Background: an optimization exercise with open tools, aiming at small area, a short achievable clock period and few clock cycles. Do not read the settings as production practice. Only simulation tests tie the RTL to the original design; equivalence was not proved.

## id_range_scanner
module id_range_scanner (
    input  logic               clk,
    input  logic               reset,
    input  logic               start,
    input  logic [79:0]        range_in,
    output logic               busy,
    output logic               done,
    output logic [63:0]        sum,
    output logic [39:0]        invalid_count
);
For scale: roughly 7100 cells after synthesis, about 0.053 mm2 of cells after synthesis.
Settings: LEC_CHECK=0, ABC_AREA=1, CAP_MARGIN=20, CORE_MARGIN=2, CORE_UTILIZATION=45, SETUP_SLACK_MARGIN=0.2, SLEW_MARGIN=20; clock period 4.2 ns.
run.sh (not shown) runs the stock make flow with config.mk's settings and CLKGATE_MAP_FILE= SYNTH_SCRIPT=/design/flow/synth_recipe.tcl, a recipe that flattens the netlist after the stock synthesis.
The starting point ran to the end with no violations.
Testbench counts at the start, summed over its fixed seeds: cycles 3,877.
Change:
--- a/flow/design.v
+++ b/flow/design.v
@@ -397,50 +397,40 @@
             nx_d = td;
             nx_j = tj + 2'd1;
         end else begin
             nx_d = td + 4'd1;
             nx_j = 2'd0;
         end
         nx_more = (nx_d <= dlast);
     end
-    logic [20:0] nsv_c, ncv_c;
-    logic [21:0] ssv_c, scv_c;
-    always_comb begin
-        logic [127:0] cs;
-        logic [20:0]  nbl;
-        logic [1:0]   kn;
-        logic [21:0]  ks;
-        logic         ng;
-        ng     = (tj == 2'd2);
-        nbl    = ~{1'b0, bl_c};
-        kn     = 2'd1 - 2'(fh_c) + 2'(fl_c);
-        cs     = id_range_pkg::csa(64'(bh_c), 64'(nbl), 64'(kn));
-        nsv_c  = cs[20:0];
-        ncv_c  = {cs[83:64], 1'b0};
-        ks     = ng ? 22'd1 + 22'(fh_c) + 22'(fl_c) : 22'd1 - 22'(fh_c) - 22'(fl_c);
-        cs     = id_range_pkg::csa(64'({2'b00, bh_c} ^ {22{ng}}), 64'({2'b00, bl_c} ^ {22{ng}}),
-                                   64'(ks));
-        ssv_c  = cs[21:0];
-        scv_c  = {cs[84:64], 1'b0};
-    end
     logic          pend;     
-    logic [20:0]   nsv_r, ncv_r;
-    logic [21:0]   ssv_r, scv_r;
+    logic [19:0]   bh_r, bl_r;
+    logic          fh_r, fl_r;
     logic [2:0]    p_r;
     logic          neg_r;
     logic [3:0]    dmp_r;    
     logic [20:0] n;
     logic [21:0] s;      
     logic        nz;
     always_comb begin
         logic [64:0]  rn, rs;
-        rn  = id_range_pkg::add_bk(64'(nsv_r), 64'(ncv_r), 1'b0);
-        nz  = ((nsv_r ^ ncv_r) != ({nsv_r[19:0], 1'b0} | {ncv_r[19:0], 1'b0}));
-        rs  = id_range_pkg::add_sk(64'(ssv_r), 64'(scv_r), 1'b0);
+        logic [127:0] cs;
+        logic [20:0]  nbl;
+        logic [1:0]   kn;
+        logic [21:0]  ks;
+        nbl = ~{1'b0, bl_r};
+        kn  = 2'd1 - 2'(fh_r) + 2'(fl_r);
+        cs  = id_range_pkg::csa(64'(bh_r), 64'(nbl), 64'(kn));
+        rn  = id_range_pkg::add_bk(64'(cs[20:0]), 64'({cs[83:64], 1'b0}), 1'b0);
+        nz  = ((cs[20:0] ^ {cs[83:64], 1'b0}) != ({cs[19:0], 1'b0} | {cs[82:64], 2'b00}));
+        ks  = neg_r ? 22'd1 + 22'(fh_r) + 22'(fl_r) : 22'd1 - 22'(fh_r) - 22'(fl_r);
+        cs  = id_range_pkg::csa(64'({2'b00, bh_r} ^ {22{neg_r}}), 64'({2'b00, bl_r} ^ {22{neg_r}}),
+                                64'(ks));
+        rs  = id_range_pkg::add_sk(64'(cs[21:0]), 64'({cs[84:64], 1'b0}), 1'b0);
         n   = rn[20:0];
         s   = rs[21:0];
     end
     logic [SW-1:0] y;
     logic [21:0]   s_r;      
     logic [19:0]   n_r;
     logic [CW-1:0] cadd;     
     logic          cnt_due;  
@@ -562,20 +552,20 @@
                 n_r  <= n[20:1];
                 s_r  <= s;
                 y    <= SW'(signed'(s));
             end
         end
         if (state == S_FILL || take) begin
             if (state == S_FILL || more) begin
                 pend  <= 1'b1;
-                nsv_r <= nsv_c;
-                ncv_r <= ncv_c;
-                ssv_r <= ssv_c;
-                scv_r <= scv_c;
+                bh_r  <= bh_c;
+                bl_r  <= bl_c;
+                fh_r  <= fh_c;
+                fl_r  <= fl_c;
                 p_r   <= p_c;
                 neg_r <= (tj == 2'd2);
                 dmp_r <= td - 4'(p_c);
                 td    <= nx_d;
                 tj    <= nx_j;
                 more  <= nx_more;
             end else begin
                 pend  <= 1'b0;
This time the run produced a layout that fails on setup timing. Wire length rises by 0.64%. Flip-flop and latch count falls by 40. Via count rises by 1.4%. Sequential share of layout area falls by 1.8 points. Die area falls by 1.4%. Global-route usage rises by 0.66 points. Hold slack improves by 18 ps. Final cell count rises by 0.48%. First-iteration DRC count rises by 4.7%.
Testbench counts after the change, summed over its fixed seeds: cycles 3,877.

* * *

Another version of the RTL of id_range_scanner (not shown whole).
For scale: ~8,100 cells after synthesis, about 590 flip-flops, ~55,000 sq um of cells after synthesis.
==> flow/config.mk <==
export PLATFORM = sky130hd
export DESIGN_NAME = id_range_scanner
export DESIGN_NICKNAME = id_range_scanner
export VERILOG_FILES = /design/flow/design.v
export SDC_FILE = /design/flow/constraint.sdc
export NUM_CORES = 4
export LEC_CHECK = 0
export ABC_AREA = 1
export CAP_MARGIN = 20
export CORE_MARGIN = 2
export CORE_UTILIZATION = 45
export SLEW_MARGIN = 20
==> flow/constraint.sdc <==
create_clock -name core_clock -period 4.2 [get_ports {clk}]
set_input_delay 0.8400 -clock core_clock [delete_from_list [all_inputs] [get_ports {clk}]]
set_output_delay 0.8400 -clock core_clock [all_outputs]
set_load 0.01 [all_outputs]
The first run completed and failed the layout checks on setup timing.
Testbench counts at the start, summed over its fixed seeds: cycles 4,358.
Then changed:
--- a/flow/design.v
+++ b/flow/design.v
@@ -42,23 +42,21 @@
     output logic        fin_next,
     output logic [19:0] slot0,
     output logic [13:0] slot1,
     output logic [6:0]  slot2,
     output logic [6:1]  f
 );
-    localparam int K  = 6;     
+    localparam int K  = 5;     
     localparam int PL = 10;    
-    logic [29:0] x;       
+    logic [29:0] x;
     logic [51:0] bcd;
+    logic [3:0]  k;       
     logic [2:0]  c;       
     logic [12:0] pa;      
     logic [12:0] ph;      
     logic [23:0] dl;      
-    logic [3:0]  k;
-    assign dl = x[23:0];
-    assign k  = {c, 1'b0};
     logic [6:1]  dec;
     logic [6:1]  lt;
     function automatic logic [3:0] add3(input logic [3:0] i);
         add3[3] = i[3] | (i[2] & i[0]) | (i[2] & i[1]);
         add3[2] = (i[3] & i[0]) | (i[2] & ~i[1] & ~i[0]);
         add3[1] = (i[3] & ~i[0]) | (~i[2] & i[1]) | (i[1] & i[0]);
@@ -165,24 +163,26 @@
     end
     assign vnew = {slot0[16:0], 3'b000} + {slot0[18:0], 1'b0} + 20'(dh);
     always_ff @(posedge clk) begin
         if (load) begin
             x     <= x_in[29:0];
             bcd   <= {36'd0, first_bcd(x_in[39:30])};
+            k     <= 4'd0;
             c     <= 3'd0;
             dec   <= '0;
             slot0 <= '0;
         end else if (conv) begin
-            bcd <= dabble(bcd, x[29:24]);
-            x   <= {x[23:0], 6'd0};
+            bcd <= dabble(bcd, x[29:25]);
+            x   <= {x[24:0], 5'd0};
         end else if (scan) begin
             if (scan_first) ndig <= ndig_c;
+            k   <= k + 4'd2;
             c   <= c + 3'd1;
             pa  <= {2'b00, pa_c[12:2]};
             ph  <= scan_first ? {1'b0, lead[12:1]} : {1'b0, ph[12:1]};
-            x[23:0] <= {dl[15:0], da, db};
+            dl  <= {dl[15:0], da, db};
             dec <= dec_n;
             lt  <= lt_n;
             if (scan_first) begin
                 slot0 <= 20'(da);
                 slot2 <= 7'(da);
             end else begin
@@ -200,16 +200,15 @@
     input  logic [79:0]        range_in,
     output logic               busy,
     output logic               done,
     output logic [63:0]        sum,
     output logic [39:0]        invalid_count
 );
-    localparam int NCONV = 5;    
+    localparam int NCONV = 6;    
     localparam int SW = 59;
     localparam int CW = 20;
-    localparam int HW = 43;
     typedef enum logic [2:0] {
         S_IDLE, S_CONV, S_SCAN, S_FILL, S_TERM, S_HORN, S_MULT
     } st_t;
     st_t           state;
     logic          accept;
     logic          empty;
@@ -353,13 +352,12 @@
     logic [21:0]   s_r;      
     logic [19:0]   n_r;
     logic          half;     
     logic          cnt_due;  
     logic [3:0]    hq;       
     logic [2:0]    tp;
-    logic          rbit;     
     logic          neg;
     logic mult_last, take, fin_now;
     assign mult_last = (state == S_MULT) && (n_r[19:1] == 19'd0);
     assign take      = pend && ((state == S_TERM) || mult_last);
     assign fin_now   = ((state == S_TERM) || mult_last) && (!pend || (!nz && !more));
     always_ff @(posedge clk or posedge reset) begin
@@ -427,15 +425,13 @@
                 end
             end
             S_CONV: begin
                 ccnt <= ccnt + 3'd1;
             end
             S_HORN: begin
-                y  <= SW'(signed'(HW'({y[HW-4:0], 3'd0} + {y[HW-2:0], 1'b0}
-                                       + (rbit ? HW'(signed'(s_r)) : HW'(0)))));
-                rbit <= rdig(hq - 4'd1, tp);
+                y  <= {y[SW-4:0], 3'd0} + {y[SW-2:0], 1'b0} + (rdig(hq, tp) ? SW'(signed'(s_r)) : SW'(0));
                 hq <= hq - 4'd1;
                 if (cnt_due) begin
                     acc_cnt <= neg ? acc_cnt - (half ? {n_r[CW-2:0], 1'b0} : n_r)
                                    : acc_cnt + (half ? {n_r[CW-2:0], 1'b0} : n_r);
                     cnt_due <= 1'b0;
                 end
@@ -451,13 +447,12 @@
         endcase
         if (take) begin
             cnt_due <= 1'b1;
             neg     <= neg_r;
             tp      <= p_r;
             hq      <= dmp_r - 4'd1;
-            rbit    <= rdig(dmp_r - 4'd1, p_r);
             if (n[0]) begin
                 half <= 1'b0;
                 n_r  <= n[19:0];
                 s_r  <= {s[21], s[21:1]};
                 y    <= SW'(signed'({s[21], s[21:1]}));
             end else begin
Outcome: The new run ran to the end with violations: setup timing. Worst setup slack loses 0.22 ns. Die area rose by 1.1%. Cell area rose by 6.3%. Global-route usage fell by 0.35 points. Synthesized cell count fell by 2.1%. Area after synthesis rose by 1.2%. Routed wire length is about the same. Maximum frequency fell by 4.8%. Cell count rose by 0.64%. Non-clock buffer count rose by 217. Clock skew barely changes. Utilization rose by 2.5 points. Worst hold slack loses 0.054 ns.
Testbench counts after the change, summed over its fixed seeds: cycles 4,614.

-- what the ideal ports hide --
The results above use ideal ports. As a check the final layouts listed here were re-extracted and re-timed, cells and wires unchanged. Step 1, drivers: a clkbuf_16 drives clk and a buf_2 each remaining input, both assumed. Step 2 moves the port delays by t, midway between the first and last clock arrival at a register: inputs arrive t later, outputs are due t later. That takes back most of the time a late clock gives input paths. Slacks: ideal / step 1 / step 2; pairs: ideal / step 1.
run | t, ns | setup slack, ns | worst register clock-pin slew, ns | pins driven straight from the clock port
the first run of note 1 | 0.718 | 0.131 / 0.131 / -0.349 | 0.06 / 0.06 | 1
the second run of note 1 | 0.716 | -0.044 / -0.044 / -0.271 | 0.06 / 0.06 | 1
the first run of note 2 | 0.736 | -0.089 / -0.089 / -0.089 | 0.07 / 0.07 | 1
the second run of note 2 | 0.736 | -0.306 / -0.306 / -0.306 | 0.07 / 0.07 | 1
Met with ideal ports but missed after step 2: setup timing in the first run of note 1. The setup slack of the first run of note 1, which loses most, moves by 0.000 ns with the drivers and by -0.480 ns with both steps.
